This is an optimization exercise on Yosys and OpenROAD, whose aim is small area, not a production implementation. Where RTL was checked, it was by simulation tests only, not by an equivalence proof against the original. No functional check of the RTL was part of run 7. No activity file was given, so power comes from the tool's default toggle rates. No driver is modelled on the clock port, so clocking that relies on it looks cheaper here than on a real chip.

==> flow/design.v <==
localparam integer H_ACTIVE = 16;
localparam integer H_TOTAL  = 24;
localparam integer V_ACTIVE = 8;
localparam integer V_TOTAL  = 10;
localparam integer HSYNC_START = 18;
localparam integer HSYNC_END   = 21;
localparam integer VSYNC_LINE  = 9;
localparam integer HCOUNT_BITS = 5;
localparam integer VCOUNT_BITS = 4;
localparam integer PIXEL_BITS      = 8;
localparam integer PIXELS_PER_WORD = 4;
localparam integer WORD_BITS       = 36;
localparam integer PARITY_BITS     = WORD_BITS - PIXEL_BITS * PIXELS_PER_WORD;
localparam integer WORDS_PER_LINE  = 4;
localparam integer FRAME_WORDS     = 32;
localparam integer ADDR_BITS       = 5;
localparam integer PHASE_BITS   = 2;
localparam [1:0]   READ_PHASE   = 2'd0;
localparam [1:0]   WRITE_PHASE  = 2'd2;
localparam integer READ_LATENCY = 2;
`timescale 1ns/1ps
`default_nettype none
module raster_timing
(
   input wire        clk,
   input wire        rst_n,
   output reg  [4:0] raster_hcount,
   output reg  [3:0] raster_vcount,
   output wire       raster_hsync,
   output wire       raster_vsync,
   output wire       raster_blank
);
localparam integer H_ACTIVE = 16;
localparam integer H_TOTAL  = 24;
localparam integer V_ACTIVE = 8;
localparam integer V_TOTAL  = 10;
localparam integer HSYNC_START = 18;
localparam integer HSYNC_END   = 21;
localparam integer VSYNC_LINE  = 9;
localparam integer HCOUNT_BITS = 5;
localparam integer VCOUNT_BITS = 4;
localparam integer PIXEL_BITS      = 8;
localparam integer PIXELS_PER_WORD = 4;
localparam integer WORD_BITS       = 36;
localparam integer PARITY_BITS     = WORD_BITS - PIXEL_BITS * PIXELS_PER_WORD;
localparam integer WORDS_PER_LINE  = 4;
localparam integer FRAME_WORDS     = 32;
localparam integer ADDR_BITS       = 5;
localparam integer PHASE_BITS   = 2;
localparam [1:0]   READ_PHASE   = 2'd0;
localparam [1:0]   WRITE_PHASE  = 2'd2;
localparam integer READ_LATENCY = 2;
   wire h_last = (raster_hcount == H_TOTAL - 1);
   wire v_last = raster_vcount[3] & raster_vcount[0];
   always @(posedge clk or negedge rst_n)
   begin
      if (!rst_n)
      begin
         raster_hcount <= H_TOTAL - 1;
         raster_vcount <= 4'd15;
      end
      else if (h_last)
      begin
         raster_hcount <= {HCOUNT_BITS{1'b0}};
         raster_vcount <= v_last ? {VCOUNT_BITS{1'b0}} : raster_vcount + 1'b1;
      end
      else
         raster_hcount <= raster_hcount + 1'b1;
   end
   assign raster_hsync = (raster_hcount >= HSYNC_START) && (raster_hcount < HSYNC_END);
   assign raster_vsync = raster_vcount[3] & ~raster_vcount[1] & raster_vcount[0];
   assign raster_blank = raster_hcount[4] | raster_vcount[3];
endmodule
`default_nettype wire
`timescale 1ns/1ps
`default_nettype none
module pixel_packer
(
   input wire         clk,
   input wire         rst_n,
   input wire         pix_req,
   input wire  [7:0]  pix_data,
   input wire         pix_start,
   output reg         pix_ack,
   output reg  [4:0]  wr_addr,
   output reg  [31:0] wr_data
);
localparam integer H_ACTIVE = 16;
localparam integer H_TOTAL  = 24;
localparam integer V_ACTIVE = 8;
localparam integer V_TOTAL  = 10;
localparam integer HSYNC_START = 18;
localparam integer HSYNC_END   = 21;
localparam integer VSYNC_LINE  = 9;
localparam integer HCOUNT_BITS = 5;
localparam integer VCOUNT_BITS = 4;
localparam integer PIXEL_BITS      = 8;
localparam integer PIXELS_PER_WORD = 4;
localparam integer WORD_BITS       = 36;
localparam integer PARITY_BITS     = WORD_BITS - PIXEL_BITS * PIXELS_PER_WORD;
localparam integer WORDS_PER_LINE  = 4;
localparam integer FRAME_WORDS     = 32;
localparam integer ADDR_BITS       = 5;
localparam integer PHASE_BITS   = 2;
localparam [1:0]   READ_PHASE   = 2'd0;
localparam [1:0]   WRITE_PHASE  = 2'd2;
localparam integer READ_LATENCY = 2;
   reg  [23:0] part_q;
   reg  [1:0]  fill_q;
   reg         restart_q;
   wire [1:0]  fill_eff;
   wire [4:0]  addr_eff;
   wire        accept;
   wire        last_pix;
   assign accept   = pix_req & ~pix_ack;
   assign fill_eff = pix_start ? 2'd0 : fill_q;
   assign last_pix = (fill_eff == 2'd3);
   assign addr_eff = (pix_start | restart_q) ? 5'd0 : wr_addr + 1'b1;
   always @(posedge clk or negedge rst_n)
   begin
      if (!rst_n)
      begin
         pix_ack   <= 1'b0;
         fill_q    <= 2'd0;
         restart_q <= 1'b1;
      end
      else
      begin
         pix_ack <= pix_req;
         if (accept)
         begin
            fill_q    <= fill_eff + 1'b1;
            restart_q <= ~last_pix & (restart_q | pix_start);
         end
      end
   end
   always @(posedge clk)
   begin
      if (accept)
      begin
         part_q <= {pix_data, part_q[23:8]};
         if (last_pix)
         begin
            wr_addr <= addr_eff;
            wr_data <= {pix_data, part_q};
         end
      end
   end
endmodule
`default_nettype wire
`timescale 1ns/1ps
`default_nettype none
module frame_store
(
   input wire         clk,
   input wire  [4:0]  raster_hcount,
   input wire  [3:0]  raster_vcount,
   input wire  [4:0]  wr_addr,
   input wire  [31:0] wr_data,
   output wire [63:0] tap_data
);
   wire [3:0] phase_nx = {raster_hcount[3] ^ raster_vcount[0], raster_hcount[2:0]} + 1'b1;
   wire [7:0] wr_byte  = wr_data[8*phase_nx[1:0] +: 8];
   wire       grp_lo   = (phase_nx[2] == wr_addr[0]);
   wire       ins_0    = grp_lo & (phase_nx[3] == wr_addr[1]);
   wire       ins_8    = grp_lo & (phase_nx[3] != wr_addr[1]);
   genvar l;
   generate
      for (l = 0; l < 8; l = l + 1)
      begin : line
         reg  [127:0] ring_q;
         wire         sel = (wr_addr[4:2] == l);
         if (l % 2 == 0)
         begin : even
            always @(posedge clk)
            begin
               ring_q[127:72] <= {ring_q[7:0], ring_q[127:80]};
               ring_q[71:64]  <= (sel & ins_8) ? wr_byte : ~ring_q[79:72];
               ring_q[63:8]   <= ring_q[71:16];
               ring_q[7:0]    <= (sel & ins_0) ? ~wr_byte : ~ring_q[15:8];
            end
            assign tap_data[8*l +: 8] = ring_q[7:0];
         end
         else
         begin : odd
            always @(posedge clk)
            begin
               ring_q[127:72] <= {ring_q[7:0], ring_q[127:80]};
               ring_q[71:64]  <= (sel & ins_8) ? ~wr_byte : ~ring_q[79:72];
               ring_q[63:8]   <= ring_q[71:16];
               ring_q[7:0]    <= (sel & ins_0) ? wr_byte : ~ring_q[15:8];
            end
            assign tap_data[8*l +: 8] = ring_q[71:64];
         end
      end
   endgenerate
endmodule
`default_nettype wire
`timescale 1ns/1ps
`default_nettype none
module scan_reader
(
   input wire  [3:0]  raster_vcount,
   input wire  [63:0] tap_data,
   output wire [7:0]  pix_out
);
   assign pix_out = ~tap_data[8*raster_vcount[2:0] +: 8];
endmodule
`default_nettype wire
`timescale 1ns/1ps
`default_nettype none
module video_frame_top
(
   input wire         clk,
   input wire         rst_n,
   input wire         pix_req,
   input wire  [7:0]  pix_data,
   input wire         pix_start,
   output wire        pix_ack,
   output wire [7:0]  pix_out,
   output wire        hsync_out,
   output wire        vsync_out,
   output wire        blank_out
);
   wire [4:0]  raster_hcount;
   wire [3:0]  raster_vcount;
   wire [4:0]  wr_addr;
   wire [31:0] wr_data;
   wire [63:0] tap_data;
   raster_timing raster_timing_inst (
      .clk           (clk),
      .rst_n         (rst_n),
      .raster_hcount (raster_hcount),
      .raster_vcount (raster_vcount),
      .raster_hsync  (hsync_out),
      .raster_vsync  (vsync_out),
      .raster_blank  (blank_out)
   );
   pixel_packer pixel_packer_inst (
      .clk       (clk),
      .rst_n     (rst_n),
      .pix_req   (pix_req),
      .pix_data  (pix_data),
      .pix_start (pix_start),
      .pix_ack   (pix_ack),
      .wr_addr   (wr_addr),
      .wr_data   (wr_data)
   );
   frame_store frame_store_inst (
      .clk           (clk),
      .raster_hcount (raster_hcount),
      .raster_vcount (raster_vcount),
      .wr_addr       (wr_addr),
      .wr_data       (wr_data),
      .tap_data      (tap_data)
   );
   scan_reader scan_reader_inst (
      .raster_vcount (raster_vcount),
      .tap_data      (tap_data),
      .pix_out       (pix_out)
   );
endmodule
`default_nettype wire
==> flow/flow/run.sh <==
#!/bin/bash
# Layout flow: the standard ORFS flow (standard synthesis unchanged), with
#  - the smallest buffer on the ports,
#  - power recovery after global routing, which downsizes cells with slack to spare.
# The clock tree settings come from config.mk. Each step's full output is in orfs/logs/;
# the make output goes to flow_make.log here.
set -euo pipefail
export BUFFER_PORTS_ARGS="-buffer_cell sky130_fd_sc_hd__buf_1"
export RECOVER_POWER=100
bash standard.sh synth > flow_synth.log 2>&1
bash standard.sh finish > flow_make.log 2>&1
==> flow/standard.sh <==
#!/bin/bash
# synth_recipe.tcl (not shown) runs the flow's synth.tcl, then flattens the netlist and writes it again
# the make line also repeats each setting of config.mk as NAME=value (left out here)
make -C /OpenROAD-flow-scripts/flow DESIGN_CONFIG=/design/flow/config.mk WORK_HOME=/design/flow/orfs CLKGATE_MAP_FILE= SYNTH_SCRIPT=/design/flow/synth_recipe.tcl "${@:-finish}"
==> flow/config.mk <==
export PLATFORM = sky130hd
export DESIGN_NAME = video_frame_top
export DESIGN_NICKNAME = video_frame_top
export VERILOG_FILES = /design/flow/design.v
export SDC_FILE = /design/flow/constraint.sdc
export NUM_CORES = 4
export LEC_CHECK = 0
export CAP_MARGIN = 20
export CORE_MARGIN = 2
export CORE_UTILIZATION = 40
export CTS_BUF_LIST = sky130_fd_sc_hd__clkbuf_8
export CTS_CLUSTER_DIAMETER = 60
export CTS_CLUSTER_SIZE = 18
export SLEW_MARGIN = 20
==> flow/constraint.sdc <==
create_clock -name core_clock -period 10.0 [get_ports {clk}]
set_input_delay 2.0000 -clock core_clock [delete_from_list [all_inputs] [get_ports {clk}]]
set_output_delay 2.0000 -clock core_clock [all_outputs]
set_load 0.01 [all_outputs]
==> results of run 1 <==
[logic make-up after synthesis]
group | count (synthesis)
xor+xnor | 8
simple gates | 64
mux | 170
flops | 1098
compound gates | 32
fa+ha+maj | 5
buf+inv | 19
[state kept, by name, summed over array words and instances (netlist names)]
name	count
raster_timing_inst.raster_vcount	4
pixel_packer_inst.fill_q	2
pixel_packer_inst.part_q	24
raster_timing_inst.raster_hcount	5
pixel_packer_inst.wr_addr	5
pixel_packer_inst.pix_ack	1
frame_store_inst.line.ring_q	1024
pixel_packer_inst.wr_data	32
pixel_packer_inst.restart_q	1
[worst max-delay path, stage by stage (launching register included)]
cell and delay (ps):
dfstp_1 1520, mux4_2 640, mux2i_1 300, buf_1 190
[report_power, final]
group	leakage, nW	total (W)	internal [W]	switching, W
clock network	0.617	0.00191	0.000683	0.00123
registers	9.18	0.00451	0.00448	0.0000223
logic	1.08	0.0000345	0.0000129	0.0000216
[cells in the mapped netlist (2+ instances only)]
master / n
mux2i_1: 145
ha_1: 5
edfxtp_1: 61
nand3_2: 2
o21ai_2: 3
nand3_1: 7
xor3_1: 2
dfxtp_1: 1024
a21oi_1: 3
dfrtp_1: 4
or2_2: 2
nand2_1: 18
mux4_2: 16
nor3b_1: 2
buf_2: 5
o21ai_1: 8
dfstp_2: 9
a21oi_4: 5
mux2_2: 9
nor2_1: 6
or4b_4: 2
o21a_1: 8
and2_1: 2
buf_1: 3
xor2_1: 4
nor3_4: 4
clkbuf_1: 8
o21ai_0: 2
nor2b_1: 4
nor3_1: 6
[layer usage]
metal | up-vias | routed length (um)
li1 | 4717 | -
met1 | 4653 | 18730
met2 | 152 | 16430
met3 | 78 | 1967
met4 | 4 | 875
met5 | - | 24
[final cells by class]
cell class | instances | area [um^2]
Clock buffer | 74 | 1018
Sequential cell | 1098 | 22670
Clock inverter | 18 | 92.59
Inverter | 1 | 3.754
Tap cell | 846 | 1059
Fill cell | 5578 | 35490
Multi-Input combinational cell | 279 | 2644
Timing Repair Buffer | 27 | 101.3
[worst max path at each step]
stage | from | to | slack, ps | cells past startpoint
after floorplan | pix_req | pixel_packer_inst.wr_addr[0]$_SDFFCE_PN0P_ | 5630 | 3
after global placement | raster_timing_inst.raster_vcount[0]$_DFFE_PN1N_ | pix_out[4] | 5850 | 3
after detailed placement | raster_timing_inst.raster_vcount[0]$_DFFE_PN1N_ | pix_out[3] | 5820 | 3
after CTS | raster_timing_inst.raster_vcount[0]$_DFFE_PN1N_ | pix_out[3] | 5010 | 3
after global routing | raster_timing_inst.raster_vcount[0]$_DFFE_PN1N_ | pix_out[3] | 4400 | 3
final | raster_timing_inst.raster_vcount[0]$_DFFE_PN1N_ | pix_out[3] | 4660 | 3
[placed cells by master, fill, tap and decap left out, types with 3 or more instances in the layout]
cell type  Yosys  routed
mux4_2        16      16
dfstp_2        9       6
o21ai_1        8       7
nor2_1         6       6
nor2b_1        4       3
nor3_1         6      10
a21oi_1        3       7
edfxtp_1      61      61
o21ai_0        2       5
dfstp_1        0       3
clkbuf_1       8       6
mux2_1         0       7
inv_1          1      14
ha_1           5       5
dfrtp_1        4       4
xor2_1         4       4
buf_1          3      21
o21a_1         8       8
clkbuf_8       0      74
dfxtp_1     1024    1024
mux2i_1      145     145
nand3_1        7       9
nand2_1       18      18
[metrics by stage]
step / cells / setup WS [ps] / instance area (um^2) / hold slack, ps
4_1_cts: 2343 / 5009 / 27710 / 305.9
6_report: 2343 / 4655 / 27590 / 313.7
3_3_place_gp: 2251 / 5853 / 26600 / 309.6
5_1_grt: 2343 / 4400 / 27590 / 319.9
3_5_place_dp: 2251 / 5824 / 26600 / 312.1
2_1_floorplan: 1396 / 5629 / 25510 / 309.6
==> impl_metrics.tcl, run 1 <==
set metrics [dict create \
    rsz0062_at_grt "no" \
    grt_pass1_vias 9742 \
    use_met1_pct 16.44 \
    worst_slew_margin_rel_pct -77.24 \
    cp-end-kind "output pin" \
    finalHoldViolCount 0 \
    holdPathEnd "frame_store_inst.line[6].ring_q[48]$_DFF_P_" \
    irDropWorstVdd_mv 0.1252 \
    fin_setup_tns_ps 0 \
    yosys-top-cells-area "dfxtp_1, edfxtp_1, mux2i_1, mux4_2, dfstp_2" \
    violatedChecks "capacitance limit, slew limit" \
    ant_nets 0 \
    syn_to_final_growth_pct 8.153 \
    die_h_um 256.5 \
    synth-adder-area-share_pct 0.2453 \
    numCtsBuffers 71 \
    synth-seq-cells 1098 \
    syn_nets 1413 \
    drive_above_1_share_pct 7.482 \
    clk_latency_ps 680 \
    antenna_found_initial 2 \
    gp_congestion 0.7091 \
    grt.busiest_layer "met2" \
    grt-ovfl-total 0 \
    nets 1495 \
    clock-root-buffer "clkbuf_8" \
    powerDensity_nw_per_um2 233.8 \
    status "finished with violations" \
    syn_avg_cell_area_um2 18.27 \
    diodes 0 \
    yosysWarnings 3 \
    max-cap-violations 11 \
    syn_inst 1396 \
    r2r_start "raster_timing_inst.raster_vcount[0]$_DFFE_PN1N_" \
    grt_first_pass_wirelength_um 57590 \
    io_buffers 23 \
    cp_max_fo 21 \
    hold_depth 0 \
    synth_compound_area_share_pct 1.015 \
    synth_top_family_by_area "multiplexers" \
    core-area_um2 63080 \
    rrSetupSlack_ps 4880 \
    rr_endpoint "frame_store_inst.line[7].ring_q[64]$_DFF_P_" \
    p_total_w 0.006450 \
    synth_edf_count 61 \
    die_x_um 256.5 \
    cts.sinks 1098 \
    synth_top_area_share_pct 80.37 \
    clk_pin_slew_ps 110 \
    synthMuxAreaShare_pct 7.500 \
    synthArstFlopShare_pct 1.184 \
    final_core_util_pct 43.73 \
    post_cts_buffers 0 \
    grt_max_degree 39 \
    holdCritStartpoint "frame_store_inst.line[6].ring_q[56]$_DFF_P_" \
    ys_types 47 \
    maxSlewViolCount 144 \
    start_kind "register" \
    power_leakage_nw 10.88 \
    yosysSeqAreaShare_pct 88.87 \
    setup_viol 0 \
    initial_core_util_pct 40.44 \
    critPathKind "register to output pin" \
    cts_tree "done" \
    finalClockSkew_ps 33.63 \
    hpwl_um 22480 \
    grtUsageTotal_pct 11.77 \
    synth_area_um2 25510 \
    first_pass_iters 4 \
    met2_usage_pct 17.61 \
    grtUsageMet3_pct 3.262 \
    ys.flop_type "dfxtp_1" \
    yosys.area_share.simple_pct 1.575 \
    wire_per_inst_um 16.23 \
    period_share_pct 53.45 \
    finalCriticalPeriod_ps 5345 \
    pin_count 24 \
    route.detailed.drc 0 \
    vias_per_cell 4.099 \
    htreeDepth 3 \
    cts_max_path_buffers 3 \
    ctsResizeCount 0 \
    ctsHoldBuffers 0 \
    synth_top_cell_by_area "dfxtp_1" \
    fp-row-count 92 \
    vias 9604 \
    fmax_mhz 187.1 \
    tightest_slew_ps 2631 \
    hold_class "register to register" \
    cp.arrival_ps 3340 \
    synth-xor-area-share_pct 0.4464 \
    r2r_cells 4 \
    wirelength_um 38030 \
    dieArea_um2 65800 \
    drt_iter0_drc 521 \
    cp.required_ps 8000 \
]
==> run 2: changes to the inputs <==
==> flow/flow/run.sh (replaced) <==
#!/bin/bash
# Layout flow: the standard ORFS flow (standard synthesis unchanged), with
#  - the smallest buffer on the ports,
#  - a power-recovery pass (downsizing cells with slack) before the placement-stage repair.
# The floorplan and clock tree settings come from config.mk. Each step's full output is
# in orfs/logs/; the make output of each call goes to its own log here.
set -euo pipefail
HERE=$(pwd)
export BUFFER_PORTS_ARGS="-buffer_cell sky130_fd_sc_hd__buf_1"
export PRE_RESIZE_TCL=$HERE/flow/pre_resize.tcl
bash standard.sh synth > flow_synth.log 2>&1
bash standard.sh finish > flow_make.log 2>&1
==> flow/flow/pre_resize.tcl (new file) <==
# Before the placement-stage repair: downsize cells that have slack to spare.
# repair_design right after this fixes any slew or capacitance the smaller cells leave.
set_dont_use $::env(DONT_USE_CELLS)
estimate_parasitics -placement
repair_timing -recover_power 100 -verbose
--- a/flow/config.mk
+++ b/flow/config.mk
@@ -9,6 +9,7 @@
 export CORE_MARGIN = 2
-export CORE_UTILIZATION = 40
+export CORE_UTILIZATION = 75
 export CTS_BUF_LIST = sky130_fd_sc_hd__clkbuf_8
-export CTS_CLUSTER_DIAMETER = 60
-export CTS_CLUSTER_SIZE = 18
+export CTS_CLUSTER_DIAMETER = 50
+export CTS_CLUSTER_SIZE = 20
+export PLACE_DENSITY = 0.85
 export SLEW_MARGIN = 20
==> run 2 against run 1 <==
The run now finishes clean. Non-clock buffer count rose by 14. Design area fell by 1.4%. Synthesized cell count did not move. Flip-flop and latch count did not move. Via count rose by 3.1%. Fmax rose by 14%. Wire length rose by 8.3%. Global-route usage rose by 12 points. First-iteration DRC count rose by 25%. Synthesized area did not move. Setup slack improved by 680 ps.
==> impl_metrics.tcl, run 2 <==
set metrics [dict create \
    gp_congestion 0.7325 \
    rr_endpoint "frame_store_inst.line[7].ring_q[3]$_DFF_P_" \
    first_pass_iters 5 \
    dieArea_um2 35500 \
    fillers 1620 \
    holdPathEnd "frame_store_inst.line[4].ring_q[103]$_DFF_P_" \
    seqCellArea_um2 22670 \
    finalHoldViolCount 0 \
    synth-xor-area-share_pct 0.4464 \
    top_regs "frame_store_inst.line.ring_q x1024, pixel_packer_inst.wr_data x32, pixel_packer_inst.part_q x24" \
    numCtsBuffers 61 \
    syn_to_final_growth_pct 6.647 \
    multiInputGateArea_um2 2694 \
    dpl.cell_count 1867 \
    hpwl_um 25010 \
    maxSlewViolCount 0 \
    syn_nets 1413 \
    io_buffers 23 \
    r2r_start "raster_timing_inst.raster_hcount[0]$_DFF_PN1_" \
    layout_common_cells "dfxtp_1, mux2i_1, clkbuf_8" \
    synth_top_family_by_area "multiplexers" \
    drt_iter0_drc 649 \
    yosys-top-cells-area "dfxtp_1, edfxtp_1, mux2i_1, mux4_2, dfstp_2" \
    ctsResizeCount 0 \
    worst_slew_margin_rel_pct 25.73 \
    synthArstFlopShare_pct 1.184 \
    fin_setup_tns_ps 0 \
    cp_max_fo 29 \
    cts.sinks 1098 \
    syn_inst 1396 \
    fin_cells 1944 \
    cp.required_ps 8000 \
    max-cap-violations 0 \
    grtUsageTotal_pct 24.01 \
    vias 9900 \
    die_h_um 188.4 \
    fmax_mhz 214.2 \
    htreeDepth 2 \
    syn_avg_cell_area_um2 18.27 \
    vias_per_cell 5.093 \
    die_x_um 188.4 \
    synth_area_um2 25510 \
    period_share_pct 46.68 \
    cts_tree "done" \
    design_area_um2 27200 \
    largest_reg_flops 1024 \
    power_leakage_nw 10.91 \
    critPathKind "register to output pin" \
    setup_viol 0 \
    clk_pin_slew_ps 120 \
    ant_nets 0 \
    wire_per_inst_um 21.18 \
    layout_commonest_cell "dfxtp_1" \
    wirelength_um 41180 \
    netlist_top_cells_count "dfxtp_1, mux2i_1, edfxtp_1, nand2_1, mux4_2" \
    ys.flop_type "dfxtp_1" \
    finalClockSkew_ps 19.86 \
    cp-end-kind "output pin" \
    rrSetupSlack_ps 6120 \
    synth_top_area_share_pct 80.37 \
    grt_max_degree 30 \
    holdCritStartpoint "frame_store_inst.line[4].ring_q[111]$_DFF_P_" \
    hold_ws_ps 326.6 \
    placed_area_um2 26240 \
    hold_class "register to register" \
    synth-adder-area-share_pct 0.2453 \
    final_core_util_pct 81.12 \
    r2r_cells 5 \
    startpoint "raster_timing_inst.raster_hcount[0]$_DFF_PN1_" \
    tightest_slew_ps 1107 \
    yosysSeqAreaShare_pct 88.87 \
    pin_count 24 \
    fp-row-count 67 \
    synth_compound_area_share_pct 1.015 \
    ctsHoldBuffers 0 \
    yosysMostFrequentCell "dfxtp_1" \
    top_register "frame_store_inst.line.ring_q" \
    antenna_found_initial 0 \
    status "complete, no violations" \
    initial_core_util_pct 76.07 \
    finalCriticalPeriod_ps 4668 \
    synthMuxAreaShare_pct 7.500 \
    yosys.area_share.simple_pct 1.575 \
    grt_pass1_vias 10580 \
    grt-ovfl-total 0 \
    clk_latency_ps 690 \
    grt_first_pass_wirelength_um 62160 \
    synth-seq-cells 1098 \
    yosysWarnings 3 \
    post_cts_buffers 0 \
    synth_edf_count 61 \
    rsz0062_at_grt "no" \
    clock-root-buffer "clkbuf_8" \
    synth_top_cell_by_area "dfxtp_1" \
    core-area_um2 33530 \
    hold_depth 0 \
    start_kind "register" \
    cp.arrival_ps 2670 \
    irDropWorstVdd_mv 0.1765 \
    route.detailed.drc 0 \
    cts_max_path_buffers 3 \
    diodes 0 \
    powerDensity_nw_per_um2 233.6 \
    nets 1499 \
    ys_types 47 \
    drive_above_1_share_pct 9.158 \
]
## run 2: cell type report
type / count / area share [%]
sequential: 1098 / 83.33
clock buffer: 64 / 3.238
multi-input combinational: 279 / 9.903
clock inverter: 13 / 0.3174
timing repair buffer: 41 / 1.136
inverter: 1 / 0.01380
tap: 448 / 2.061
## run 2: stage by stage
step           setup WS (ps)  total power (W)
2_1_floorplan           5629         0.004618
3_3_place_gp            5890         0.004635
3_5_place_dp            6063         0.004645
4_1_cts                 5287         0.006386
5_1_grt                 5149         0.006533
6_report                5332         0.006354
## run 2: report_power, final
group          switching (W)  internal (W)  leakage [nW]
Sequential         0.0000264       0.00448          9.18
Clock                0.00120      0.000609         0.526
Combinational      0.0000219     0.0000143          1.20
## run 2: kinds of logic (layout without fill, tap and decap cells)
family	Yosys count	after routing
AO/OA/AOI/OAI	32	32
XOR/XNOR	8	8
adder cells (fa/ha/maj)	5	5
buffers and inverters	19	119
flip-flops	1098	1098
multiplexers	170	170
AND/OR/NAND/NOR	64	64
## run 2: worst max-delay path, stage by stage (launching register included)
cell and delay (ps):
dfstp_1 1110, inv_1 170, ha_1 260, o311a_1 310, buf_1 140
## run 2: worst max-delay path by stage
stage / end / slack (ps) / cells past startpoint
global placement: pix_out[1] / 5890 / 3
finish: hsync_out / 5330 / 4
detailed placement: pix_out[6] / 6060 / 4
global route: hsync_out / 5150 / 4
floorplan: pixel_packer_inst.wr_addr[0]$_SDFFCE_PN0P_ / 5630 / 3
CTS: pix_out[2] / 5290 / 4
## run 2: metal layers
layer | part of all wire, % | vias to the layer above | wire length, um | GRT usage [%]
met5 | 0 | - | 0 | 0
li1 | - | 4712 | - | -
met4 | 2.6 | 0 | 1057 | 8.053
met2 | 49 | 229 | 20010 | 40.21
met3 | 3.5 | 75 | 1424 | 3.595
met1 | 45 | 4884 | 18690 | 32.73
==> run 3: changes to the inputs <==
==> flow/flow/run.sh (replaced) <==
#!/bin/bash
# Layout flow: the standard ORFS flow (standard synthesis unchanged), with
#  - the smallest buffer (buf_1) on the ports,
#  - clock tree synthesis without dummy loads (same clustering settings as config.mk).
# Each step's full output is in orfs/logs/; the make output of each call goes to its
# own log here.
set -euo pipefail
export BUFFER_PORTS_ARGS="-buffer_cell sky130_fd_sc_hd__buf_1"
export CTS_ARGS="-sink_clustering_enable -repair_clock_nets -sink_clustering_size 36 -sink_clustering_max_diameter 60 -buf_list sky130_fd_sc_hd__clkbuf_16 -dont_use_dummy_load"
bash standard.sh synth > flow_synth.log 2>&1
bash standard.sh finish > flow_make.log 2>&1
removed: flow/flow/pre_resize.tcl
==> run 3 against run 2 <==
Utilization fell by 0.42 points. Clock skew rose by 33 ps. Final cell count fell by 2.8%. Still clean. Non-clock buffer count fell by 16. Sequential share of layout area rose by 0.43 points. First-iteration DRC count fell by 9.1%. Worst hold slack got worse by 18 ps. Critical path depth fell by 1. Wire length fell by 1.0%. Register-to-register slack improved by 380 ps. Flip-flop and latch count did not move.
==> impl_metrics.tcl, run 3 <==
set metrics [dict create \
    status "complete, no violations" \
    synth_top_cell_by_area "dfxtp_1" \
    grt-ovfl-total 0 \
    numCtsBuffers 39 \
    pin_count 24 \
    die_h_um 188.4 \
    cts.sinks 1098 \
    finalClockSkew_ps 52.47 \
    cp_top_family "flip-flops" \
    ys.flop_type "dfxtp_1" \
    layout_commonest_cell "dfxtp_1" \
    gp_congestion 0.7325 \
    cp_max_fo 21 \
    yosysSeqAreaShare_pct 88.87 \
    dieArea_um2 35500 \
    rrSetupSlack_ps 6500 \
    irDropWorstVdd_mv 0.1877 \
    layout_common_cells "dfxtp_1, mux2i_1, edfxtp_1" \
    critPathKind "register to output pin" \
    crit_slowest_cell "dfstp_2" \
    hold_ws_ps 308.7 \
    syn_nets 1413 \
    powerDensity_nw_per_um2 237.4 \
    top_register "frame_store_inst.line.ring_q" \
    crit_chain "mux4_2, mux2i_1, buf_1" \
    holdPathEnd "frame_store_inst.line[6].ring_q[106]$_DFF_P_" \
    vias_per_cell 5.117 \
    r2r_start "raster_timing_inst.raster_hcount[0]$_DFF_PN1_" \
    die_x_um 188.4 \
    wire_per_inst_um 21.56 \
    syn_avg_cell_area_um2 18.27 \
    rr_endpoint "frame_store_inst.line[2].ring_q[7]$_DFF_P_" \
    clock-root-buffer "clkbuf_16" \
    fmax_mhz 210.7 \
    yosysMostFrequentCell "dfxtp_1" \
    ctsResizeCount 0 \
    yosysWarnings 3 \
    diodes 0 \
    fp-row-count 67 \
    cts_tree "done" \
    synth-seq-cells 1098 \
    dpl.cell_count 1851 \
    nets 1461 \
    fin_cells 1890 \
    io_buffers 23 \
    initial_core_util_pct 76.07 \
    holdCritStartpoint "frame_store_inst.line[6].ring_q[114]$_DFF_P_" \
    syn_inst 1396 \
    top_regs "frame_store_inst.line.ring_q x1024, pixel_packer_inst.wr_data x32, pixel_packer_inst.part_q x24" \
    clk_latency_ps 580 \
    syn_to_final_growth_pct 6.097 \
    cts_max_path_buffers 3 \
    route.detailed.drc 0 \
    ant_nets 0 \
    p_total_w 0.006425 \
    period_share_pct 47.46 \
    post_cts_buffers 0 \
    grt_max_degree 39 \
    power_leakage_nw 10.75 \
    synth_edf_count 61 \
    cp.arrival_ps 2750 \
    cp.required_ps 8000 \
    finalHoldViolCount 0 \
    largest_reg_flops 1024 \
    timing.final.ws_setup_ps 5254 \
    netlist_top_cells_count "dfxtp_1, mux2i_1, edfxtp_1, nand2_1, mux4_2" \
    synthArstFlopShare_pct 1.184 \
    grtUsageTotal_pct 23.83 \
    vias 9672 \
    rsz0062_at_grt "no" \
    drive_above_1_share_pct 6.727 \
    synth_area_um2 25510 \
    start_kind "register" \
    maxSlewViolCount 0 \
    path_buf_inv 1 \
    synth_top_area_share_pct 80.37 \
    fillers 1666 \
    tightest_slew_ps 1159 \
    clk_pin_slew_ps 120 \
    setup_viol 0 \
    slowest_delay_ps 1080 \
    r2r_cells 5 \
    max-cap-violations 0 \
    grt_pass1_vias 10310 \
    dpl_worst_slack_ps 5831 \
    first_pass_iters 5 \
    hpwl_um 23140 \
    ys_types 47 \
    finalCriticalPeriod_ps 4746 \
    yosys-top-cells-area "dfxtp_1, edfxtp_1, mux2i_1, mux4_2, dfstp_2" \
    grt_first_pass_wirelength_um 61880 \
    drt_iter0_drc 590 \
    core-area_um2 33530 \
    htreeDepth 2 \
    cp-end-kind "output pin" \
    hold_depth 0 \
    worst_slew_margin_rel_pct 22.71 \
    antenna_found_initial 0 \
    wirelength_um 40750 \
    hold_class "register to register" \
    fin_setup_tns_ps 0 \
    ctsHoldBuffers 0 \
]
-- run 3: changes by cell type in the layout (fill, tap and decap cells not counted), moves of 3 or more --
cell / before / now
a21oi_4: 2 / 5
nor3_2: 4 / 0
clkbuf_16: 0 / 39
inv_1: 9 / 1
nor3_4: 0 / 4
buf_6: 6 / 0
a21oi_2: 3 / 0
clkbuf_8: 64 / 0
buf_8: 4 / 0
-- run 3: per-stage QoR --
step	utilization (%)	instance area, um^2
6_report	80.71	27060
3_3_place_gp	77.79	26090
5_1_grt	80.71	27060
3_5_place_dp	77.79	26090
2_1_floorplan	-	25510
4_1_cts	80.71	27060
-- run 3: area by class of cell --
type | count | area [um^2] | share of cell area, %
inverter | 1 | 3.754 | 0.01387
clock buffer | 39 | 975.9 | 3.606
tap | 448 | 560.5 | 2.071
timing repair buffer | 25 | 101.3 | 0.3745
multi-input combinational | 279 | 2753 | 10.17
sequential | 1098 | 22670 | 83.76
-- run 3: power breakdown --
group	leakage (nW)	switching [W]	total, W	internal [W]
sequential	9.18	0.0000263	0.00451	0.00448
combinational	1.09	0.0000219	0.0000354	0.0000135
clock	0.481	0.00117	0.00188	0.000711
total	10.8	0.00122	0.00643	0.00521
-- run 3: per-layer routing --
metal	track usage, %	routed length [um]	vias to the layer above
li1	-	-	4641
met3	3.315	1320	71
met1	33.42	18860	4782
met2	39.55	19520	178
met4	7.001	1054	0
met5	0	0	-
-- run 3: kinds of logic (layout without fill, tap and decap cells) --
group	count (synthesis)	count (layout)	synth area share, %
compound gates	32	32	1.015
xor+xnor	8	8	0.4464
fa+ha+maj	5	5	0.2453
buf+inv	19	65	0.3483
flops	1098	1098	88.87
mux	170	170	7.500
simple gates	64	64	1.575
-- run 3: worst register-to-register path, delay by kind of cell, from the launching register on --
kind	cells	cell delay (ps)
AND/OR/NAND/NOR	2	1380
flip-flops	1	840
XOR/XNOR	1	530
adder cells (fa/ha/maj)	1	370
multiplexers	1	330
-- run 3: how the worst max path moves through the flow --
stage,startpoint,to,depth (start not counted)
global route,raster_timing_inst.raster_vcount[0]$_DFFE_PN1N_,pix_out[4],3
finish,raster_timing_inst.raster_vcount[0]$_DFFE_PN1N_,pix_out[1],3
floorplan,pix_req,pixel_packer_inst.wr_addr[0]$_SDFFCE_PN0P_,3
CTS,raster_timing_inst.raster_vcount[0]$_DFFE_PN1N_,pix_out[1],3
global placement,raster_timing_inst.raster_vcount[0]$_DFFE_PN1N_,pix_out[1],3
detailed placement,raster_timing_inst.raster_vcount[0]$_DFFE_PN1N_,pix_out[1],3
==> run 4: changes to the inputs <==
--- a/flow/flow/run.sh
+++ b/flow/flow/run.sh
@@ -8,3 +8,3 @@
 export BUFFER_PORTS_ARGS="-buffer_cell sky130_fd_sc_hd__buf_1"
-export CTS_ARGS="-sink_clustering_enable -repair_clock_nets -sink_clustering_size 36 -sink_clustering_max_diameter 60 -buf_list sky130_fd_sc_hd__clkbuf_16 -dont_use_dummy_load"
+export CTS_ARGS="-sink_clustering_enable -repair_clock_nets -sink_clustering_size 22 -sink_clustering_max_diameter 45 -buf_list sky130_fd_sc_hd__clkbuf_8 -dont_use_dummy_load"
 bash standard.sh synth > flow_synth.log 2>&1
==> run 4 against run 3 <==
Sequential share of layout area grew 0.51 points. Via count shrank 0.29%. Die area is the same. First-iteration DRC count grew 9.2%. Design area shrank 0.61%. Wire length shrank 4.5%. Clock-buffer cell count grew 20. Fmax shrank 2.5%. Non-clock buffer count is the same. Worst hold slack lost 15 ps. Setup slack lost 120 ps. Critical endpoint unchanged.
==> impl_metrics.tcl, run 4 <==
set metrics [dict create \
    status "complete, no violations" \
    largest_reg_flops 1024 \
    ys_types 47 \
    fin_setup_tns_ps 0 \
    finalClockSkew_ps 64.46 \
    ctsResizeCount 0 \
    r2r_start "raster_timing_inst.raster_vcount[0]$_DFFE_PN1N_" \
    worst_slew_margin_rel_pct 23.41 \
    layout_commonest_cell "dfxtp_1" \
    irDropWorstVdd_mv 0.1601 \
    drt_iter0_drc 644 \
    post_cts_buffers 0 \
    top_regs "frame_store_inst.line.ring_q x1024, pixel_packer_inst.wr_data x32, pixel_packer_inst.part_q x24" \
    crit_slowest_cell "dfstp_2" \
    r2r_cells 4 \
    grt_pass1_vias 10240 \
    cts.sinks 1098 \
    cp.required_ps 8000 \
    grt_max_degree 39 \
    synth_edf_count 61 \
    tightest_slew_ps 1149 \
    start_kind "register" \
    ant_nets 0 \
    cp_max_fo 21 \
    critPathKind "register to output pin" \
    clk_pin_slew_ps 120 \
    period_share_pct 48.69 \
    fin_cells 1910 \
    synth_area_um2 25510 \
    initial_core_util_pct 76.07 \
    cp.arrival_ps 2870 \
    slowest_delay_ps 1100 \
    setup_viol 0 \
    hold_class "register to register" \
    cp-end-kind "output pin" \
    synth_top_cell_by_area "dfxtp_1" \
    vias_per_cell 5.049 \
    synth_top_area_share_pct 80.37 \
    finalHoldViolCount 0 \
    holdPathEnd "frame_store_inst.line[3].ring_q[100]$_DFF_P_" \
    crit_chain "mux4_2, mux2i_1, buf_1" \
    syn_nets 1413 \
    max-cap-violations 0 \
    path_buf_inv 1 \
    cts_max_path_buffers 3 \
    power_leakage_nw 10.70 \
    numCtsBuffers 59 \
    hpwl_um 23140 \
    yosysMostFrequentCell "dfxtp_1" \
    die_x_um 188.4 \
    pin_count 24 \
    wire_per_inst_um 20.37 \
    ctsHoldBuffers 0 \
    syn_avg_cell_area_um2 18.27 \
    fmax_mhz 205.4 \
    clock-root-buffer "clkbuf_8" \
    finalCriticalPeriod_ps 4869 \
    layout_common_cells "dfxtp_1, mux2i_1, edfxtp_1" \
    rrSetupSlack_ps 6530 \
    grtUsageTotal_pct 22.86 \
    core-area_um2 33530 \
    ys.flop_type "dfxtp_1" \
    syn_to_final_growth_pct 5.455 \
    htreeDepth 2 \
    rsz0062_at_grt "no" \
    syn_inst 1396 \
    route.detailed.drc 0 \
    rr_endpoint "frame_store_inst.line[3].ring_q[69]$_DFF_P_" \
    yosysWarnings 3 \
    io_buffers 23 \
    netlist_top_cells_count "dfxtp_1, mux2i_1, edfxtp_1, nand2_1, mux4_2" \
    top_register "frame_store_inst.line.ring_q" \
    p_total_w 0.006224 \
    maxSlewViolCount 0 \
    powerDensity_nw_per_um2 231.4 \
    cp_top_family "flip-flops" \
    vias 9644 \
    first_pass_iters 4 \
    die_h_um 188.4 \
    drive_above_1_share_pct 8.003 \
    grt-ovfl-total 0 \
    synth-seq-cells 1098 \
    dieArea_um2 35500 \
    grt_first_pass_wirelength_um 59400 \
    hold_depth 0 \
    gp_congestion 0.7325 \
    cts_tree "done" \
    yosysSeqAreaShare_pct 88.87 \
    clk_latency_ps 690 \
    wirelength_um 38920 \
    fp-row-count 67 \
    diodes 0 \
    dpl.cell_count 1851 \
    nets 1481 \
    holdCritStartpoint "frame_store_inst.line[3].ring_q[108]$_DFF_P_" \
    antenna_found_initial 0 \
    synthArstFlopShare_pct 1.184 \
    yosys-top-cells-area "dfxtp_1, edfxtp_1, mux2i_1, mux4_2, dfstp_2" \
]
-- run 4: cell counts after synthesis --
No cell type changed its count.
-- run 4: layout make-up --
cell class | instances | area, um^2
Clock buffer | 59 | 812.0
Fill cell | 1705 | 6634
Inverter | 1 | 3.754
Multi-Input combinational cell | 279 | 2753
Sequential cell | 1098 | 22670
Tap cell | 448 | 560.5
Timing Repair Buffer | 25 | 101.3
-- run 4: worst max path at each step --
stage | cells past startpoint | slack [ps] | startpoint | to
2_1_floorplan | 3 | 5630 | pix_req | pixel_packer_inst.wr_addr[0]$_SDFFCE_PN0P_
3_3_place_gp | 3 | 5890 | raster_timing_inst.raster_vcount[0]$_DFFE_PN1N_ | pix_out[1]
3_5_place_dp | 3 | 5830 | raster_timing_inst.raster_vcount[0]$_DFFE_PN1N_ | pix_out[1]
4_1_cts | 3 | 5080 | raster_timing_inst.raster_vcount[0]$_DFFE_PN1N_ | pix_out[1]
5_1_grt | 3 | 5010 | raster_timing_inst.raster_vcount[0]$_DFFE_PN1N_ | pix_out[4]
6_report | 3 | 5130 | raster_timing_inst.raster_vcount[0]$_DFFE_PN1N_ | pix_out[1]
-- run 4: layer usage --
| metal | GRT usage, % | wire (um) |
|---|---|---|
| met2 | 36.77 | 18130 |
| met5 | 0 | 0 |
| met1 | 32.05 | 17770 |
| met4 | 8.834 | 1042 |
| met3 | 3.408 | 1979 |
-- run 4: per-stage QoR --
stage                     area (um^2)  hold slack (ps)  util, %  setup WS, ps
final                           26900            293.5    80.22          5131
after global routing            26900            303.5    80.22          5011
after CTS                       26900            293.2    80.22          5076
after detailed placement        26090            312.1    77.79          5831
after global placement          26090            309.6    77.79          5890
after floorplan                 25510            309.6        -          5629
-- run 4: power by group --
group	internal, W	total [W]	switching [W]
clock network	0.000532	0.00168	0.00115
registers	0.00448	0.00451	0.0000255
logic	0.0000135	0.0000349	0.0000214
-- run 4: cell families (layout without fill, tap and decap cells) --
kind of cell | Yosys count | after routing | share of synthesized area (%)
DFF | 1098 | 1098 | 88.87
and+or+nand+nor | 64 | 64 | 1.575
buffers and inverters | 19 | 85 | 0.3483
AOI/OAI and AO/OA | 32 | 32 | 1.015
adders and majority gates | 5 | 5 | 0.2453
muxes | 170 | 170 | 7.500
xor gates and xnor gates | 8 | 8 | 0.4464
-- run 4: worst register-to-register path, stage by stage (launching register included) --
cell	delay (ps)
dfstp_2	1100
xor3_1	630
and2_1	390
o21ai_2	990
mux2i_1	280
==> run 5: changes to the inputs <==
--- a/flow/flow/run.sh
+++ b/flow/flow/run.sh
@@ -8,3 +8,3 @@
 export BUFFER_PORTS_ARGS="-buffer_cell sky130_fd_sc_hd__buf_1"
-export CTS_ARGS="-sink_clustering_enable -repair_clock_nets -sink_clustering_size 22 -sink_clustering_max_diameter 45 -buf_list sky130_fd_sc_hd__clkbuf_8 -dont_use_dummy_load"
+export CTS_ARGS="-sink_clustering_enable -repair_clock_nets -sink_clustering_size 20 -sink_clustering_max_diameter 50 -buf_list \"sky130_fd_sc_hd__clkbuf_4 sky130_fd_sc_hd__clkbuf_8\" -dont_use_dummy_load"
 bash standard.sh synth > flow_synth.log 2>&1
==> run 5 against run 4 <==
Clock-buffer cell count increased by 2. Largest cell class unchanged. Worst hold slack improved by 11 ps. Design area rose by 0.10%. Die area is the same. Critical endpoint unchanged. Critical path type unchanged. Synthesized area unchanged. Register-to-register slack barely moved. Non-clock buffer count stayed put. Flip-flop and latch count stayed put. Fmax rose by 1.2%.
==> impl_metrics.tcl, run 5 <==
set metrics [dict create \
    finalCriticalPeriod_ps 4809 \
    vias 9604 \
    maxSlewViolCount 0 \
    ctsResizeCount 0 \
    syn_avg_cell_area_um2 18.27 \
    synth_top_cell_by_area "dfxtp_1" \
    io_buffers 23 \
    setup_viol 0 \
    crit_slowest_cell "dfstp_2" \
    synth-seq-cells 1098 \
    power_leakage_nw 10.71 \
    clock-root-buffer "clkbuf_8" \
    grt-ovfl-total 0 \
    fin_setup_tns_ps 0 \
    cp.required_ps 8000 \
    yosysWarnings 3 \
    synth_area_um2 25510 \
    route.detailed.drc 0 \
    design_area_um2 26930 \
    diodes 0 \
    layout_commonest_cell "dfxtp_1" \
    crit_chain "mux4_2, mux2i_1, buf_1" \
    worst_slew_margin_rel_pct 18.77 \
    first_pass_iters 4 \
    synth_top_area_share_pct 80.37 \
    ys_types 47 \
    path_buf_inv 1 \
    grt_pass1_vias 10170 \
    fmax_mhz 207.9 \
    powerDensity_nw_per_um2 232.2 \
    tightest_slew_ps 1218 \
    clk_pin_slew_ps 110 \
    drt_iter0_drc 540 \
    wire_per_inst_um 20.23 \
    cp_max_fo 21 \
    slowest_delay_ps 1090 \
    yosysSeqAreaShare_pct 88.87 \
    fillers 1693 \
    cts.sinks 1098 \
    max-cap-violations 0 \
    vias_per_cell 5.023 \
    ys.flop_type "dfxtp_1" \
    start_kind "register" \
    rrSetupSlack_ps 6520 \
    yosys-top-cells-area "dfxtp_1, edfxtp_1, mux2i_1, mux4_2, dfstp_2" \
    cp-end-kind "output pin" \
    p_total_w 0.006252 \
    grtUsageTotal_pct 22.54 \
    irDropWorstVdd_mv 0.1456 \
    finalClockSkew_ps 28.84 \
    pin_count 24 \
    hpwl_um 23140 \
    seqCellArea_um2 22670 \
    ant_nets 0 \
    cts_tree "done" \
    core-area_um2 33530 \
    synth_edf_count 61 \
    syn_to_final_growth_pct 5.563 \
    die_h_um 188.4 \
    largest_reg_flops 1024 \
    ctsHoldBuffers 0 \
    yosysMostFrequentCell "dfxtp_1" \
    top_regs "frame_store_inst.line.ring_q x1024, pixel_packer_inst.wr_data x32, pixel_packer_inst.part_q x24" \
    critPathKind "register to output pin" \
    rsz0062_at_grt "no" \
    initial_core_util_pct 76.07 \
    status "complete, no violations" \
    synthArstFlopShare_pct 1.184 \
    multiInputGateArea_um2 2753 \
    hold_class "register to register" \
    gp_congestion 0.7325 \
    post_cts_buffers 0 \
    fin_cells 1912 \
    clk_latency_ps 650 \
    cp_top_family "flip-flops" \
    drive_above_1_share_pct 8.128 \
    finalHoldViolCount 0 \
    wirelength_um 38680 \
    netlist_top_cells_count "dfxtp_1, mux2i_1, edfxtp_1, nand2_1, mux4_2" \
    antenna_found_initial 0 \
    placed_area_um2 26090 \
    syn_inst 1396 \
    period_share_pct 48.09 \
    top_register "frame_store_inst.line.ring_q" \
    cts_max_path_buffers 3 \
    dieArea_um2 35500 \
    fp-row-count 67 \
    cp.arrival_ps 2810 \
    numCtsBuffers 61 \
    die_x_um 188.4 \
    syn_nets 1413 \
    final_core_util_pct 80.30 \
    grt_max_degree 39 \
    grt_first_pass_wirelength_um 58680 \
    htreeDepth 2 \
    dpl.cell_count 1851 \
    nets 1483 \
    layout_common_cells "dfxtp_1, mux2i_1, clkbuf_8, edfxtp_1, buf_1" \
]
-- run 5: final cells by class --
cell class	count	area share [%]
repair buffers	25	0.3764
well taps	448	2.082
multi-input cells	279	10.22
flip-flops and latches	1098	84.19
clock buffers	61	3.118
inverters	1	0.01394
-- run 5: cells by family (layout without fill, tap and decap cells) --
family          Yosys count  in the layout  synth area share [%]
buf+inv                  19             87                0.3483
mux                     170            170                 7.500
fa+ha+maj                 5              5                0.2453
simple gates             64             64                 1.575
xor+xnor                  8              8                0.4464
flops                  1098           1098                 88.87
compound gates           32             32                 1.015
-- run 5: path summary, 6_finish.rpt --
path	start	end	cells after the start
min	frame_store_inst.line[6].ring_q[124]$_DFF_P_	frame_store_inst.line[6].ring_q[116]$_DFF_P_	0
min in group asynchronous	rst_n	pixel_packer_inst.pix_ack$_DFF_PN0_	1
max reg2reg	raster_timing_inst.raster_vcount[0]$_DFFE_PN1N_	frame_store_inst.line[3].ring_q[65]$_DFF_P_	4
min reg2reg	frame_store_inst.line[6].ring_q[124]$_DFF_P_	frame_store_inst.line[6].ring_q[116]$_DFF_P_	0
max in group asynchronous	rst_n	raster_timing_inst.raster_hcount[3]$_DFF_PN0_	1
max	raster_timing_inst.raster_vcount[0]$_DFFE_PN1N_	pix_out[1]	3
-- run 5: worst reg2reg max path, cell delays in order, from the launching register on --
cell	delay, ps
dfstp_2	1090
xor3_1	620
and2_1	390
o21ai_2	1040
mux2i_1	280
-- run 5: power breakdown --
part           internal [W]  switching, W   total, W
Sequential          0.00448     0.0000250    0.00451
Combinational     0.0000137     0.0000220  0.0000357
Clock              0.000550       0.00116    0.00171
-- run 5: metal layers --
layer | up-vias | routed length [um] | global-route usage (%)
met5 | - | 0 | 0
met4 | 0 | 995 | 7.091
met3 | 64 | 1284 | 3.483
met2 | 160 | 18260 | 36.91
met1 | 4697 | 18140 | 31.63
li1 | 4683 | - | -
-- run 5: through the flow --
step | worst slack [ps] | hold WS, ps
finish | 5191 | 304.7
detailed placement | 5831 | 312.1
floorplan | 5629 | 309.6
global route | 5062 | 318.8
CTS | 5113 | 304.4
global placement | 5890 | 309.6
==> run 6: changes to the inputs <==
--- a/flow/flow/run.sh
+++ b/flow/flow/run.sh
@@ -8,3 +8,3 @@
 export BUFFER_PORTS_ARGS="-buffer_cell sky130_fd_sc_hd__buf_1"
-export CTS_ARGS="-sink_clustering_enable -repair_clock_nets -sink_clustering_size 20 -sink_clustering_max_diameter 50 -buf_list \"sky130_fd_sc_hd__clkbuf_4 sky130_fd_sc_hd__clkbuf_8\" -dont_use_dummy_load"
+export CTS_ARGS="-sink_clustering_enable -repair_clock_nets -sink_clustering_size 20 -sink_clustering_max_diameter 50 -buf_list sky130_fd_sc_hd__clkbuf_8 -dont_use_dummy_load"
 bash standard.sh synth > flow_synth.log 2>&1
==> run 6 against run 5 <==
Clock-buffer cell count unchanged. Synthesized cell count unchanged. Critical path depth unchanged. Clock power is essentially flat. Largest cell class unchanged. Final cell count did not move. Flip-flop and latch count stayed put. Power did not move. Utilization stayed put.
==> impl_metrics.tcl, run 6 <==
set metrics [dict create \
    status "complete, no violations" \
    cp.arrival_ps 2810 \
    final_core_util_pct 80.30 \
    cts.sinks 1098 \
    fp-row-count 67 \
    ctsHoldBuffers 0 \
    use_met1_pct 31.63 \
    synth-seq-cells 1098 \
    hold_class "register to register" \
    grt.busiest_layer "met2" \
    cp-end-kind "output pin" \
    synth_area_um2 25510 \
    cts_max_path_buffers 3 \
    cp_top_family "flip-flops" \
    clk_latency_ps 650 \
    syn_to_final_growth_pct 5.563 \
    ys.flop_type "dfxtp_1" \
    p_total_w 0.006252 \
    period_share_pct 48.09 \
    first_pass_iters 4 \
    initial_core_util_pct 76.07 \
    yosysSeqAreaShare_pct 88.87 \
    die_h_um 188.4 \
    start_kind "register" \
    finalCriticalPeriod_ps 4809 \
    power_leakage_nw 10.71 \
    worst_slew_margin_rel_pct 18.77 \
    nets 1483 \
    wire_per_inst_um 20.23 \
    max-cap-violations 0 \
    syn_avg_cell_area_um2 18.27 \
    ctsResizeCount 0 \
    synth_top_area_share_pct 80.37 \
    maxSlewViolCount 0 \
    ant_nets 0 \
    cts_tree "done" \
    syn_nets 1413 \
    met2_usage_pct 36.91 \
    route.detailed.drc 0 \
    ys_types 47 \
    clk_pin_slew_ps 110 \
    grt-ovfl-total 0 \
    post_cts_buffers 0 \
    netlist_top_cells_count "dfxtp_1, mux2i_1, edfxtp_1, nand2_1, mux4_2" \
    path_buf_inv 1 \
    top_regs "frame_store_inst.line.ring_q x1024, pixel_packer_inst.wr_data x32, pixel_packer_inst.part_q x24" \
    powerDensity_nw_per_um2 232.2 \
    grt_first_pass_wirelength_um 58680 \
    finalHoldViolCount 0 \
    grt_max_degree 39 \
    core-area_um2 33530 \
    top_register "frame_store_inst.line.ring_q" \
    die_x_um 188.4 \
    htreeDepth 2 \
    startpoint "raster_timing_inst.raster_vcount[0]$_DFFE_PN1N_" \
    drive_above_1_share_pct 8.128 \
    vias_per_cell 5.023 \
    syn_inst 1396 \
    setup_viol 0 \
    grtUsageTotal_pct 22.54 \
    antenna_found_initial 0 \
    rsz0062_at_grt "no" \
    slowest_delay_ps 1090 \
    irDropWorstVdd_mv 0.1456 \
    vias 9604 \
    finalClockSkew_ps 28.84 \
    gp_congestion 0.7325 \
    crit_chain "mux4_2, mux2i_1, buf_1" \
    yosysMostFrequentCell "dfxtp_1" \
    dieArea_um2 35500 \
    io_buffers 23 \
    largest_reg_flops 1024 \
    wirelength_um 38680 \
    synth_top_cell_by_area "dfxtp_1" \
    diodes 0 \
    holdCritStartpoint "frame_store_inst.line[6].ring_q[124]$_DFF_P_" \
    layout_commonest_cell "dfxtp_1" \
    yosysWarnings 3 \
    critPathKind "register to output pin" \
    drt_iter0_drc 540 \
    fmax_mhz 207.9 \
    clock-root-buffer "clkbuf_8" \
    synthArstFlopShare_pct 1.184 \
    synth_edf_count 61 \
    grt_pass1_vias 10170 \
    crit_slowest_cell "dfstp_2" \
    numCtsBuffers 61 \
    grtUsageMet3_pct 3.483 \
    pin_count 24 \
    r2r_start "raster_timing_inst.raster_vcount[0]$_DFFE_PN1N_" \
    cp_max_fo 21 \
    fin_setup_tns_ps 0 \
    tightest_slew_ps 1218 \
    yosys-top-cells-area "dfxtp_1, edfxtp_1, mux2i_1, mux4_2, dfstp_2" \
    layout_common_cells "dfxtp_1, mux2i_1, clkbuf_8, edfxtp_1, buf_1" \
    cp.required_ps 8000 \
    hpwl_um 23140 \
]
run 6: worst register-to-register path, cell delays in order, from the launching register on:
cell	delay, ps
dfstp_2	1090
xor3_1	620
and2_1	390
o21ai_2	1040
mux2i_1	280
run 6: layout make-up:
cell class	instances	area, um^2
Fill cell	1693	6606
Tap cell	448	560.5
Sequential cell	1098	22670
Clock buffer	61	839.6
Timing Repair Buffer	25	101.3
Multi-Input combinational cell	279	2753
Inverter	1	3.754
run 6: where the power goes:
group          switching, W  total [W]  internal [W]
logic             0.0000220  0.0000357     0.0000137
registers         0.0000250    0.00451       0.00448
clock network       0.00116    0.00171      0.000550
total               0.00120    0.00625       0.00505
run 6: metrics by stage:
step	instances	setup WS (ps)	hold WS [ps]	cell area, um^2
after floorplan	1396	5629	309.6	25510
after global placement	1851	5890	309.6	26090
after detailed placement	1851	5831	312.1	26090
after CTS	1912	5113	304.4	26930
after global routing	1912	5062	318.8	26930
final	1912	5191	304.7	26930
run 6: kinds of logic (layout without fill, tap and decap cells):
group	after synthesis	count (layout)	share of synthesized area, %
AOI/OAI and AO/OA	32	32	1.015
buffers and inverters	19	87	0.3483
xor gates and xnor gates	8	8	0.4464
muxes	170	170	7.500
adders and majority gates	5	5	0.2453
and+or+nand+nor	64	64	1.575
DFF	1098	1098	88.87
run 6: path summary, 6_finish.rpt:
check                      slack, ps                                            end  cells past startpoint
max reg2reg                     6520    frame_store_inst.line[3].ring_q[65]$_DFF_P_                      4
min in group asynchronous       1380            pixel_packer_inst.pix_ack$_DFF_PN0_                      1
min reg2reg                      300   frame_store_inst.line[6].ring_q[116]$_DFF_P_                      0
max                             5190                                     pix_out[1]                      3
min                              300   frame_store_inst.line[6].ring_q[116]$_DFF_P_                      0
max in group asynchronous       8130  raster_timing_inst.raster_hcount[3]$_DFF_PN0_                      1
run 6: per-layer routing:
layer,share of wire [%],wire [um]
met2,47,18260
met4,2.6,995
met1,47,18140
met3,3.3,1284
met5,0,0
==> run 7: changes to the inputs <==
--- a/flow/design.v
+++ b/flow/design.v
@@ -161,3 +161,3 @@
 );
-   wire [3:0] phase_nx = {raster_hcount[3] ^ raster_vcount[0], raster_hcount[2:0]} + 1'b1;
+   wire [3:0] phase_nx = {raster_hcount[3] ^ raster_vcount[0], raster_hcount[2:0]};
    wire [7:0] wr_byte  = wr_data[8*phase_nx[1:0] +: 8];
@@ -177,7 +177,7 @@
                ring_q[127:72] <= {ring_q[7:0], ring_q[127:80]};
-               ring_q[71:64]  <= (sel & ins_8) ? wr_byte : ~ring_q[79:72];
+               ring_q[71:64]  <= (sel & ins_8) ? ~wr_byte : ~ring_q[79:72];
                ring_q[63:8]   <= ring_q[71:16];
-               ring_q[7:0]    <= (sel & ins_0) ? ~wr_byte : ~ring_q[15:8];
+               ring_q[7:0]    <= (sel & ins_0) ? wr_byte : ~ring_q[15:8];
             end
-            assign tap_data[8*l +: 8] = ring_q[7:0];
+            assign tap_data[8*l +: 8] = ring_q[15:8];
          end
@@ -188,7 +188,7 @@
                ring_q[127:72] <= {ring_q[7:0], ring_q[127:80]};
-               ring_q[71:64]  <= (sel & ins_8) ? ~wr_byte : ~ring_q[79:72];
+               ring_q[71:64]  <= (sel & ins_8) ? wr_byte : ~ring_q[79:72];
                ring_q[63:8]   <= ring_q[71:16];
-               ring_q[7:0]    <= (sel & ins_0) ? wr_byte : ~ring_q[15:8];
+               ring_q[7:0]    <= (sel & ins_0) ? ~wr_byte : ~ring_q[15:8];
             end
-            assign tap_data[8*l +: 8] = ring_q[71:64];
+            assign tap_data[8*l +: 8] = ring_q[79:72];
          end
==> run 7 against run 6 <==
Largest cell class unchanged. Fmax is 2.6% lower. Worst hold slack worse by 9.9 ps. Register-to-register slack better by 150 ps. Critical path type unchanged. Global-route usage is 0.66 points higher. Clock skew is 25 ps higher. Utilization is 0.19 points higher. Synthesized area is 0.37% higher. Wire length is 3.4% higher. Final cell count is 0.26% lower. Sequential power hardly changed.
==> impl_metrics.tcl, run 7 <==
set metrics [dict create \
    grt_max_degree 39 \
    syn_to_final_growth_pct 5.679 \
    antenna_found_initial 1 \
    cp_max_fo 22 \
    ys_types 38 \
    die_h_um 188.8 \
    start_kind "register" \
    r2r_start "raster_timing_inst.raster_vcount[0]$_DFFE_PN1N_" \
    max-cap-violations 0 \
    nets 1478 \
    first_pass_iters 5 \
    startpoint "raster_timing_inst.raster_vcount[0]$_DFFE_PN1N_" \
    die_x_um 188.8 \
    setup_viol 0 \
    synth-seq-cells 1098 \
    numCtsBuffers 61 \
    powerDensity_nw_per_um2 231.4 \
    power_leakage_nw 10.61 \
    hold_class "register to register" \
    core-area_um2 33620 \
    ctsResizeCount 0 \
    path_buf_inv 1 \
    largest_reg_flops 1024 \
    rsz0062_at_grt "no" \
    synth_top_area_share_pct 80.07 \
    fin_cells 1907 \
    maxSlewViolCount 0 \
    cts_max_path_buffers 3 \
    drt_iter0_drc 585 \
    yosys-top-cells-area "dfxtp_1, edfxtp_1, mux2i_1, mux4_2, nor4_4" \
    grt_pass1_vias 10150 \
    vias_per_cell 5.038 \
    layout_common_cells "dfxtp_1, mux2i_1, clkbuf_8, edfxtp_1, buf_1" \
    fp-row-count 67 \
    slowest_delay_ps 1070 \
    finalClockSkew_ps 53.66 \
    top_regs "frame_store_inst.line.ring_q x1024, pixel_packer_inst.wr_data x32, pixel_packer_inst.part_q x24" \
    dpl_worst_slack_ps 5781 \
    dpl.cell_count 1846 \
    diodes 0 \
    drive_above_1_share_pct 9.047 \
    tightest_slew_ps 1108 \
    syn_avg_cell_area_um2 18.54 \
    cts_tree "done" \
    grt_first_pass_wirelength_um 59540 \
    post_cts_buffers 0 \
    wire_per_inst_um 20.96 \
    netlist_top_cells_count "dfxtp_1, mux2i_1, edfxtp_1, mux4_2, nor4_4" \
    ant_nets 0 \
    dieArea_um2 35630 \
    period_share_pct 49.36 \
    wirelength_um 39980 \
    timing.final.ws_setup_ps 5064 \
    irDropWorstVdd_mv 0.1762 \
    pin_count 24 \
    fmax_mhz 202.6 \
    hold_depth 0 \
    hold_ws_ps 294.9 \
    crit_chain "mux4_2, mux2i_1, buf_1" \
    clock-root-buffer "clkbuf_8" \
    vias 9608 \
    cp.arrival_ps 2940 \
    status "complete, no violations" \
    ctsHoldBuffers 0 \
    synth_edf_count 61 \
    clk_pin_slew_ps 110 \
    syn_inst 1381 \
    yosysSeqAreaShare_pct 88.54 \
    crit_cells 3 \
    initial_core_util_pct 76.16 \
    grt-ovfl-total 0 \
    rrSetupSlack_ps 6670 \
    cp_top_family "flip-flops" \
    synth_area_um2 25600 \
    worst_slew_margin_rel_pct 24.02 \
    htreeDepth 2 \
    yosysMostFrequentCell "dfxtp_1" \
    cts.sinks 1098 \
    syn_nets 1398 \
    hpwl_um 25080 \
    clk_latency_ps 700 \
    finalHoldViolCount 0 \
    grtUsageTotal_pct 23.20 \
    cp-end-kind "output pin" \
    gp_congestion 0.7585 \
    finalCriticalPeriod_ps 4936 \
    cp.required_ps 8000 \
    ys.flop_type "dfxtp_1" \
    top_register "frame_store_inst.line.ring_q" \
    yosysWarnings 3 \
    route.detailed.drc 0 \
    fin_setup_tns_ps 0 \
    crit_slowest_cell "dfstp_2" \
    io_buffers 23 \
    r2r_cells 4 \
    synthArstFlopShare_pct 1.184 \
    critPathKind "register to output pin" \
    synth_top_cell_by_area "dfxtp_1" \
    final_core_util_pct 80.49 \
    layout_commonest_cell "dfxtp_1" \
    holdCritStartpoint "frame_store_inst.line[2].ring_q[62]$_DFF_P_" \
]
-- run 7: changes by cell type after synthesis, moves of 4 or more --
| cell | before | now |
|---|---|---|
| or4_1 | 0 | 4 |
| o21ai_1 | 8 | 0 |
| nor3_4 | 4 | 0 |
| buf_6 | 1 | 7 |
| nand2_1 | 18 | 8 |
| nor4_4 | 0 | 12 |
| o21a_1 | 8 | 0 |
| a21oi_4 | 5 | 0 |
| mux2i_1 | 145 | 160 |
-- run 7: worst reg2reg max path, stage by stage, from the launching register on --
cell	delay, ps
dfstp_2	1070
xor3_2	750
nor4_4	660
buf_4	320
mux2i_1	380
-- run 7: final timing paths --
kind | end
max in group asynchronous | raster_timing_inst.raster_hcount[3]$_DFF_PN0_
min reg2reg | frame_store_inst.line[2].ring_q[54]$_DFF_P_
max | pix_out[3]
min in group asynchronous | pixel_packer_inst.fill_q[1]$_DFFE_PN0P_
max reg2reg | frame_store_inst.line[6].ring_q[0]$_DFF_P_
min | frame_store_inst.line[2].ring_q[54]$_DFF_P_
-- run 7: per-layer routing --
layer	global-route usage (%)	vias to the layer above	share of wire, %	routed length (um)
met5	0	-	0.018	7
met4	7.782	2	2.9	1159
met3	5.103	77	5.5	2202
met2	37.09	224	46	18360
met1	32.03	4665	46	18250
li1	-	4640	-	-
-- run 7: cell type report --
cell class,count,area (um^2)
inverters,3,11.26
well taps,448,560.5
flip-flops and latches,1098,22670
multi-input cells,260,2785
clock buffers,61,839.6
repair buffers,37,191.4
fillers,1671,6560
-- run 7: kinds of logic (layout without fill, tap and decap cells) --
| group | Yosys count | count (layout) | synth area share (%) |
|---|---|---|---|
| compound gates | 6 | 6 | 0.1319 |
| buf+inv | 23 | 101 | 0.6255 |
| xor+xnor | 9 | 9 | 0.4300 |
| fa+ha+maj | 5 | 5 | 0.2444 |
| flops | 1098 | 1098 | 88.54 |
| mux | 186 | 186 | 8.103 |
| simple gates | 54 | 54 | 1.926 |
-- run 7: power breakdown --
group / switching, W / internal (W) / leakage [nW] / total (W)
Sequential: 0.0000257 / 0.00448 / 9.18 / 0.00451
Clock: 0.00116 / 0.000549 / 0.439 / 0.00171
Combinational: 0.0000251 / 0.0000134 / 0.989 / 0.0000385
-- run 7: metrics by stage --
| stage | power, W | instance area (um^2) |
|---|---|---|
| 2_1_floorplan | 0.004619 | 25600 |
| 3_3_place_gp | 0.004637 | 26220 |
| 3_5_place_dp | 0.004647 | 26220 |
| 4_1_cts | 0.006292 | 27060 |
| 5_1_grt | 0.006443 | 27060 |
| 6_report | 0.006260 | 27060 |

-- static timing again, ports no longer ideal --
In the flow no input, the clock included, has a driving cell. The finished layouts below were timed again as built, in two steps.
Step 1 (the two cells are an assumption about what drives the block):
set clk [get_ports {clk}]
set_driving_cell -lib_cell sky130_fd_sc_hd__clkbuf_16 $clk
set_driving_cell -lib_cell sky130_fd_sc_hd__buf_2 [delete_from_list [all_inputs] $clk]
Step 2, shift: input delay + t, output delay - t, t = (earliest + latest rising clock arrival at the registers) / 2. This alone moves slack from input paths to output paths.
a / b / c = ideal / step 1 / step 2; a / b = the first two.
run	shift t [ns]	setup slack, ns	cell pins on the clock port's net
run 1	0.718	4.655 / 4.602 / 4.244	1
run 2	0.730	5.332 / 5.283 / 6.013	1
run 3	0.613	5.254 / 5.199 / 5.811	1
run 4	0.707	5.131 / 5.082 / 5.788	1
run 5	0.688	5.191 / 5.143 / 5.831	1
run 6	0.688	5.191 / 5.143 / 5.831	1
run 7	0.714	5.064 / 5.015 / 5.729	1
The setup slack of run 1, which loses most, moves by -0.053 ns with the drivers and by -0.411 ns with both steps.
